Background: an optimization exercise with open tools, aiming at small area and few clock cycles. Do not read the settings as production practice. Function was checked by simulation only, so behaviour that the tests miss may differ from the original. Power and IR drop assume default switching activity.

==> flow/design.v (excerpt) <==
module framed_gamepad_report_mapper (
	input  logic               clk,
	input  logic               arst_n,
	input  logic               in_valid,
	output logic               in_stall,
	input  logic [7:0]         rx_byte,
	output logic               out_valid,
	input  logic               out_stall,
	output logic signed [15:0] stick_lx,
	output logic signed [15:0] stick_ly,
	output logic signed [15:0] stick_rx,
	output logic signed [15:0] stick_ry,
	output logic [7:0]         left_trigger,
	output logic [7:0]         right_trigger,
	output logic [15:0]        button_bits,
	output logic [3:0]         hat_dir,
	output logic [47:0]        gyro_xyz,
	output logic [47:0]        accel_xyz,
	output logic [1:0]         format_used,
	input  logic               cfg_valid,
	output logic               cfg_ready,
	input  logic [2:0]         cfg_index,
	input  logic [7:0]         cfg_data
);
	localparam logic [1:0] PH_START   = 2'd0;
	localparam logic [1:0] PH_LEN     = 2'd1;
	localparam logic [1:0] PH_PAYLOAD = 2'd2;
	localparam logic [1:0] PH_CHECK   = 2'd3;
	function automatic logic [14:0] dz_k(input logic [6:0] d);
		case (d)
			7'd0: dz_k = 15'd32767;
			7'd1: dz_k = 15'd32441;
			7'd2: dz_k = 15'd32113;
			7'd3: dz_k = 15'd31785;
			7'd4: dz_k = 15'd31458;
			7'd5: dz_k = 15'd31130;
			7'd6: dz_k = 15'd30802;
			7'd7: dz_k = 15'd30475;
			7'd8: dz_k = 15'd30147;
			7'd9: dz_k = 15'd29819;
			7'd10: dz_k = 15'd29492;
			7'd11: dz_k = 15'd29164;
			7'd12: dz_k = 15'd28836;
			7'd13: dz_k = 15'd28509;
			7'd14: dz_k = 15'd28181;
			7'd15: dz_k = 15'd27853;
			7'd16: dz_k = 15'd27526;
			7'd17: dz_k = 15'd27198;
			7'd18: dz_k = 15'd26870;
			7'd19: dz_k = 15'd26543;
			7'd20: dz_k = 15'd26215;
			7'd21: dz_k = 15'd25887;
			7'd22: dz_k = 15'd25560;
			7'd23: dz_k = 15'd25232;
			7'd24: dz_k = 15'd24904;
			7'd25: dz_k = 15'd24577;
			7'd26: dz_k = 15'd24249;
			7'd27: dz_k = 15'd23921;
			7'd28: dz_k = 15'd23594;
			7'd29: dz_k = 15'd23266;
			7'd30: dz_k = 15'd22938;
			7'd31: dz_k = 15'd22611;
  ...
export LEC_CHECK = 0
export CAP_MARGIN = 20
export CORE_MARGIN = 2
export CORE_UTILIZATION = 40
export SLEW_MARGIN = 20
create_clock -name core_clock -period 13.0 [get_ports {clk}]
run.sh (not shown) runs the stock make flow with config.mk's settings and CLKGATE_MAP_FILE= SYNTH_SCRIPT=/design/flow/synth_recipe.tcl, a recipe that flattens the netlist after the stock synthesis.
Testbench counts at the start, summed over its fixed seeds: cycles 41,880.
==> next run, changes <==
==> flow/flow/run.sh (new file) <==
#!/bin/bash
# Own flow: the standard layout (standard.sh), with the synthesis script swapped for
# flow/my_synth.tcl (same registers, area-oriented mapping of the combinational logic).
set -euo pipefail
W=$(pwd)
sed "s|SYNTH_SCRIPT=[^ ]*|SYNTH_SCRIPT=$W/flow/my_synth.tcl|" standard.sh > my_standard.sh
grep -q "SYNTH_SCRIPT=$W/flow/my_synth.tcl" my_standard.sh
bash my_standard.sh synth > synth.log 2>&1
bash my_standard.sh > layout.log 2>&1
==> flow/flow/area.abc (new file) <==
strash
&get -n
&deepsyn -T 120
&put
&get -n
&dch -f
&nf -R 1000
&put
topo
stime -c
==> flow/flow/my_synth.tcl (new file) <==
# The standard synthesis (synth_recipe.tcl) with two changes that touch only the combinational
# logic: Yosys's full-adder extraction is skipped, and ABC maps with an area-oriented script
# (flow/area.abc). Registers are mapped exactly as in the standard synthesis.
set my_abc_script [file join [file dirname [file normalize [info script]]] area.abc]
proc synth {args} { yosys synth -nofsm -noshare {*}$args }
proc extract_fa {args} { puts "extract_fa skipped" }
proc abc {args} {
  set i [lsearch $args -script]
  if { $i >= 0 } { set args [lreplace $args [expr {$i+1}] [expr {$i+1}] $::my_abc_script] }
  yosys abc {*}$args
}
source $::env(SCRIPTS_DIR)/synth.tcl
# left out here: clear keep_hierarchy, flatten, clean up, hide names made inside functions, write 1_2_yosys.v
==> flow/standard.sh (new file) <==
#!/bin/bash
# synth_recipe.tcl (not shown) runs the flow's synth.tcl, then flattens the netlist and writes it again
# the make line also repeats each setting of config.mk as NAME=value (left out here)
make -C /OpenROAD-flow-scripts/flow DESIGN_CONFIG=/design/flow/config.mk WORK_HOME=/design/flow/orfs CLKGATE_MAP_FILE= SYNTH_SCRIPT=/design/flow/synth_recipe.tcl "${@:-finish}"
removed: flow/run.sh
- The changed run finished with timing, DRC and antenna clean
- routed wire length fell by a quarter to a third
- global-route usage fell by 0.64 points
- first-iteration DRC count fell by a quarter to a third
- cell count fell by about a fifth
- worst setup slack improved by 0.47 ns
- die area fell by about a fifth
- utilization rose by 2.3 points
- area after synthesis fell by about a fifth

========
Another version of the RTL of framed_gamepad_report_mapper (not shown whole).
Size in the first run: roughly 920 cells after synthesis, ~230 flip-flops, ~230 I/O pins.
## framed_gamepad_report_mapper
module framed_gamepad_report_mapper (
	input  logic               clk,
	input  logic               arst_n,
	input  logic               in_valid,
	output logic               in_stall,
	input  logic [7:0]         rx_byte,
	output logic               out_valid,
	input  logic               out_stall,
	output logic signed [15:0] stick_lx,
	output logic signed [15:0] stick_ly,
	output logic signed [15:0] stick_rx,
	output logic signed [15:0] stick_ry,
	output logic [7:0]         left_trigger,
	output logic [7:0]         right_trigger,
	output logic [15:0]        button_bits,
	output logic [3:0]         hat_dir,
	output logic [47:0]        gyro_xyz,
	output logic [47:0]        accel_xyz,
	output logic [1:0]         format_used,
	input  logic               cfg_valid,
	output logic               cfg_ready,
	input  logic [2:0]         cfg_index,
	input  logic [7:0]         cfg_data
);
	localparam logic [1:0] PH_START   = 2'd0;
	localparam logic [1:0] PH_LEN     = 2'd1;
	localparam logic [1:0] PH_PAYLOAD = 2'd2;
	localparam logic [1:0] PH_CHECK   = 2'd3;
	function automatic logic [14:0] dz_lim1(input logic [6:0] d);
		case (d)
			7'd0: dz_lim1 = 15'd0;
			7'd1: dz_lim1 = 15'd326;
			7'd2: dz_lim1 = 15'd654;
			7'd3: dz_lim1 = 15'd982;
			7'd4: dz_lim1 = 15'd1309;
			7'd5: dz_lim1 = 15'd1637;
			7'd6: dz_lim1 = 15'd1965;
			7'd7: dz_lim1 = 15'd2292;
			7'd8: dz_lim1 = 15'd2620;
			7'd9: dz_lim1 = 15'd2948;
  ...
==> flow/config.mk <==
export PLATFORM = sky130hd
export DESIGN_NAME = framed_gamepad_report_mapper
export DESIGN_NICKNAME = framed_gamepad_report_mapper
export VERILOG_FILES = /design/flow/design.v
export SDC_FILE = /design/flow/constraint.sdc
export NUM_CORES = 4
export LEC_CHECK = 0
export CAP_MARGIN = 20
export CORE_MARGIN = 2
export CORE_UTILIZATION = 40
export CTS_BUF_LIST = sky130_fd_sc_hd__clkbuf_8
export CTS_CLUSTER_DIAMETER = 60
export CTS_CLUSTER_SIZE = 18
export SLEW_MARGIN = 20
==> flow/constraint.sdc <==
create_clock -name core_clock -period 13.0 [get_ports {clk}]
set_input_delay 2.6000 -clock core_clock [delete_from_list [all_inputs] [get_ports {clk}]]
set_output_delay 2.6000 -clock core_clock [all_outputs]
set_load 0.01 [all_outputs]
standard.sh (not shown) runs the stock make flow with config.mk's settings and CLKGATE_MAP_FILE= SYNTH_SCRIPT=/design/flow/synth_recipe.tcl, a recipe that flattens the netlist after the stock synthesis.
==> flow/flow/run.sh <==
#!/bin/bash
# Own flow: the standard layout (standard.sh), with the synthesis script swapped for
# flow/my_synth.tcl (same registers, area-oriented mapping of the combinational logic) and
# the port buffers made with the smallest buffer cell.
set -euo pipefail
W=$(pwd)
sed "s|SYNTH_SCRIPT=[^ ]*|SYNTH_SCRIPT=$W/flow/my_synth.tcl 'BUFFER_PORTS_ARGS=-buffer_cell sky130_fd_sc_hd__buf_1'|" standard.sh > my_standard.sh
grep -q "SYNTH_SCRIPT=$W/flow/my_synth.tcl" my_standard.sh
bash my_standard.sh synth > synth.log 2>&1
bash my_standard.sh > layout.log 2>&1
==> flow/flow/area.abc <==
strash
&get -n
&deepsyn -T 120 -S @SEED@
&put
&get -n
&dch -f
&nf -R 1000
&put
topo
stime -c
==> flow/flow/my_synth.tcl <==
# The standard synthesis (synth_recipe.tcl) with two changes that touch only the combinational
# logic: Yosys's full-adder extraction is skipped, and ABC maps with an area-oriented script
# (flow/area.abc, run with several random seeds for its &deepsyn step; the smallest result is
# kept). Registers are mapped exactly as in the standard synthesis.
set my_dir [file dirname [file normalize [info script]]]
set my_seeds {1 2 3 4}
proc synth {args} { yosys synth -nofsm -noshare {*}$args }
proc extract_fa {args} { puts "extract_fa skipped" }
proc my_area {} {
  set libargs ""
  foreach lib $::env(LIB_FILES) { append libargs "-liberty $lib " }
  set f $::env(OBJECTS_DIR)/my_abc_stat.txt
  yosys tee -q -o $f stat {*}$libargs
  set fh [open $f r]; set txt [read $fh]; close $fh
  if { [regexp {Chip area for module[^:]*:\s*([0-9.]+)} $txt -> a] } { return $a }
  return 1e12
}
proc abc {args} {
  set i [lsearch $args -script]
  set src [open [file join $::my_dir area.abc] r]; set body [read $src]; close $src
  yosys design -save my_pre_abc
  set best 1e12
  foreach seed $::my_seeds {
    yosys design -load my_pre_abc
    set scr $::env(OBJECTS_DIR)/my_area_$seed.abc
    set fh [open $scr w]; puts -nonewline $fh [string map [list @SEED@ $seed] $body]; close $fh
    set a [lreplace $args [expr {$i+1}] [expr {$i+1}] $scr]
    yosys abc {*}$a
    set area [my_area]
    puts "my_abc seed $seed area $area"
    if { $area < $best } { set best $area; yosys design -save my_best_abc }
  }
  yosys design -load my_best_abc
  puts "my_abc kept area $best"
}
source $::env(SCRIPTS_DIR)/synth.tcl
# left out here: clear keep_hierarchy, flatten, clean up, hide names made inside functions, write 1_2_yosys.v
The first run finished clean.
Testbench counts at the start, summed over its fixed seeds: cycles 40,727.
Then changed:
- CORE_UTILIZATION: 40 -> 30
- CTS_CLUSTER_SIZE: 18 -> 16
The new run passed the timing, design-rule and antenna checks.
Non-clock buffer count goes up by 1.
Area after synthesis barely changes.
Wire length goes up by a few percent.
Register-to-register slack loses 0.77 ns.
Sequential cell count does not change.
Setup slack loses 0.77 ns.
Design area goes up slightly.
Cell count goes up by a little under a tenth.
Then changed:
- CTS_CLUSTER_DIAMETER: 60 -> 50
- CTS_CLUSTER_SIZE: 16 -> 20
Outcome:
- hold slack gets better by 0.0053 ns
- area after synthesis barely changes
- sequential share of layout area came out lower by 0.73 points
- clock-buffer cell count came out higher by 3
- die area barely changes
- synthesized cell count came out higher by 0.44%
- via count came out lower by 0.76%
- non-clock buffer count came out lower by 1
Then changed:
==> flow/flow/area.abc (replaced) <==
strash
&get -n
&deepsyn -T 300
&put
&get -n
&dch -f
&nf -R 1000
&put
topo
stime -c
==> flow/flow/my_synth.tcl (replaced) <==
# The standard synthesis (synth_recipe.tcl) with two changes that touch only the combinational
# logic: Yosys's full-adder extraction is skipped, and ABC maps with an area-oriented script
# (flow/area.abc). Registers are mapped exactly as in the standard synthesis.
set my_abc_script [file join [file dirname [file normalize [info script]]] area.abc]
proc synth {args} { yosys synth -nofsm -noshare {*}$args }
proc extract_fa {args} { puts "extract_fa skipped" }
proc abc {args} {
  set i [lsearch $args -script]
  if { $i >= 0 } { set args [lreplace $args [expr {$i+1}] [expr {$i+1}] $::my_abc_script] }
  yosys abc {*}$args
}
source $::env(SCRIPTS_DIR)/synth.tcl
# left out here: clear keep_hierarchy, flatten, clean up, hide names made inside functions, write 1_2_yosys.v
- CORE_UTILIZATION: 30 -> 40
- CTS_CLUSTER_DIAMETER: 50 -> 60
- CTS_CLUSTER_SIZE: 20 -> 16
The changed run finished with timing, DRC and antenna clean; synthesized cell count fell by about 0.44%; hold slack stays flat; power fell by about 3.2%; wire length fell by about 1.8%; utilization rose by 11 points; first-iteration DRC count rose by about 20%; critical path depth rose by 7.

========
Another version of the RTL of framed_gamepad_report_mapper (not shown whole).
Size in the first run: about 950 cells after synthesis, about 11000 um2 of cells after synthesis.
==> flow/config.mk <==
export PLATFORM = sky130hd
export DESIGN_NAME = framed_gamepad_report_mapper
export DESIGN_NICKNAME = framed_gamepad_report_mapper
export VERILOG_FILES = /design/flow/design.v
export SDC_FILE = /design/flow/constraint.sdc
export NUM_CORES = 4
export LEC_CHECK = 0
export CAP_MARGIN = 20
export CORE_MARGIN = 2
export CORE_UTILIZATION = 40
export CTS_BUF_LIST = sky130_fd_sc_hd__clkbuf_8
export CTS_CLUSTER_DIAMETER = 60
export CTS_CLUSTER_SIZE = 16
export SLEW_MARGIN = 20
==> flow/constraint.sdc <==
create_clock -name core_clock -period 13.0 [get_ports {clk}]
set_input_delay 2.6000 -clock core_clock [delete_from_list [all_inputs] [get_ports {clk}]]
set_output_delay 2.6000 -clock core_clock [all_outputs]
set_load 0.01 [all_outputs]
==> flow/flow/area.abc <==
strash
&get -n
&deepsyn -T 100 -S @SEED@
&put
&get -n
&dch -f
&nf -R 1000
&put
topo
stime -c
==> flow/flow/my_synth.tcl <==
# The standard synthesis (synth_recipe.tcl) with two changes that touch only the combinational
# logic: Yosys's full-adder extraction is skipped, and ABC maps with an area-oriented script
# (flow/area.abc, run with several random seeds for its &deepsyn step; the smallest result is
# kept). Registers are mapped exactly as in the standard synthesis.
set my_dir [file dirname [file normalize [info script]]]
set my_seeds {1 2 3 4 5 6 7 8}
proc synth {args} { yosys synth -nofsm -noshare {*}$args }
proc extract_fa {args} { puts "extract_fa skipped" }
proc my_area {} {
  set libargs ""
  foreach lib $::env(LIB_FILES) { append libargs "-liberty $lib " }
  set f $::env(OBJECTS_DIR)/my_abc_stat.txt
  yosys tee -q -o $f stat {*}$libargs
  set fh [open $f r]; set txt [read $fh]; close $fh
  if { [regexp {Chip area for module[^:]*:\s*([0-9.]+)} $txt -> a] } { return $a }
  return 1e12
}
proc abc {args} {
  set i [lsearch $args -script]
  set src [open [file join $::my_dir area.abc] r]; set body [read $src]; close $src
  yosys design -save my_pre_abc
  set best 1e12
  foreach seed $::my_seeds {
    yosys design -load my_pre_abc
    set scr $::env(OBJECTS_DIR)/my_area_$seed.abc
    set fh [open $scr w]; puts -nonewline $fh [string map [list @SEED@ $seed] $body]; close $fh
    set a [lreplace $args [expr {$i+1}] [expr {$i+1}] $scr]
    yosys abc {*}$a
    set area [my_area]
    puts "my_abc seed $seed area $area"
    if { $area < $best } { set best $area; yosys design -save my_best_abc }
  }
  yosys design -load my_best_abc
  puts "my_abc kept area $best"
}
source $::env(SCRIPTS_DIR)/synth.tcl
# left out here: clear keep_hierarchy, flatten, clean up, hide names made inside functions, write 1_2_yosys.v
Scripts as last shown in full above: flow/flow/run.sh
Testbench counts at the start, summed over its fixed seeds: cycles 40,727.
Then changed:
==> flow/flow/area.abc (replaced) <==
strash
&get -n
&deepsyn -T 120 -S @SEED@
&put
&get -n
&dch -f
&nf -R 1000
&put
topo
stime -c
--- a/flow/flow/my_synth.tcl
+++ b/flow/flow/my_synth.tcl
@@ -6 +6 @@
-set my_seeds {1 2 3 4 5 6 7 8}
+set my_seeds {1 2 3 4}
=> The new run produced a clean layout; design area goes down by 1.3%; sequential cell count stays the same; via count goes down by 2.5%; power goes down by 8.9%; sequential share of layout area goes up by 0.69 points; sequential power goes down by about 5%.
Then changed:
==> flow/flow/area.abc (replaced) <==
strash
&get -n
&deepsyn -T 200 -S @SEED@
&put
&get -n
&dch -f
&nf -R 1000
&put
topo
stime -c
Outcome: Flip-flop and latch count does not change; setup slack loses 1.2 ns; area after synthesis drops by 0.93%; clock-buffer cell count grows by 1; fmax went down by 13%; sequential share of layout area rose by 0.47 points.

## what the ideal ports hide
Ports are ideal in the flow. The routed layouts listed here were re-timed in OpenROAD. Step 1 sets driving cells, clkbuf_16 on the clock port and buf_2 on the other inputs (assumed; they add their load-dependent delay and slew). Step 2 adds t to the input delays and takes it off the output delays; t is the mean of the earliest and latest rising clock arrival at the registers after step 1. Input paths then give back, and output paths get back, about the clock's delay inside the block. Slacks: no drivers / after step 1 / after step 2; pairs: no drivers / after step 1.
run | t (ns) | setup slack, ns | worst setup path at the end
the first run of note 1 | 0.603 | 4.542 / 4.494 / 5.096 | register to output
the second run of note 1 | 0.581 | 5.008 / 4.961 / 5.543 | register to output
the first run of note 2 | 0.584 | 4.241 / 4.241 / 4.241 | register to register
the second run of note 2 | 0.595 | 3.473 / 3.473 / 3.473 | register to register
the third run of note 2 | 0.615 | 4.399 / 4.399 / 4.399 | register to register
the fourth run of note 2 | 0.583 | 3.426 / 3.426 / 3.426 | register to register
the first run of note 3 | 0.601 | 5.799 / 5.799 / 5.799 | register to register
the second run of note 3 | 0.573 | 4.933 / 4.933 / 4.933 | register to register
the third run of note 3 | 0.598 | 3.699 / 3.699 / 3.699 | register to register
After both steps every run listed still meets setup and hold.
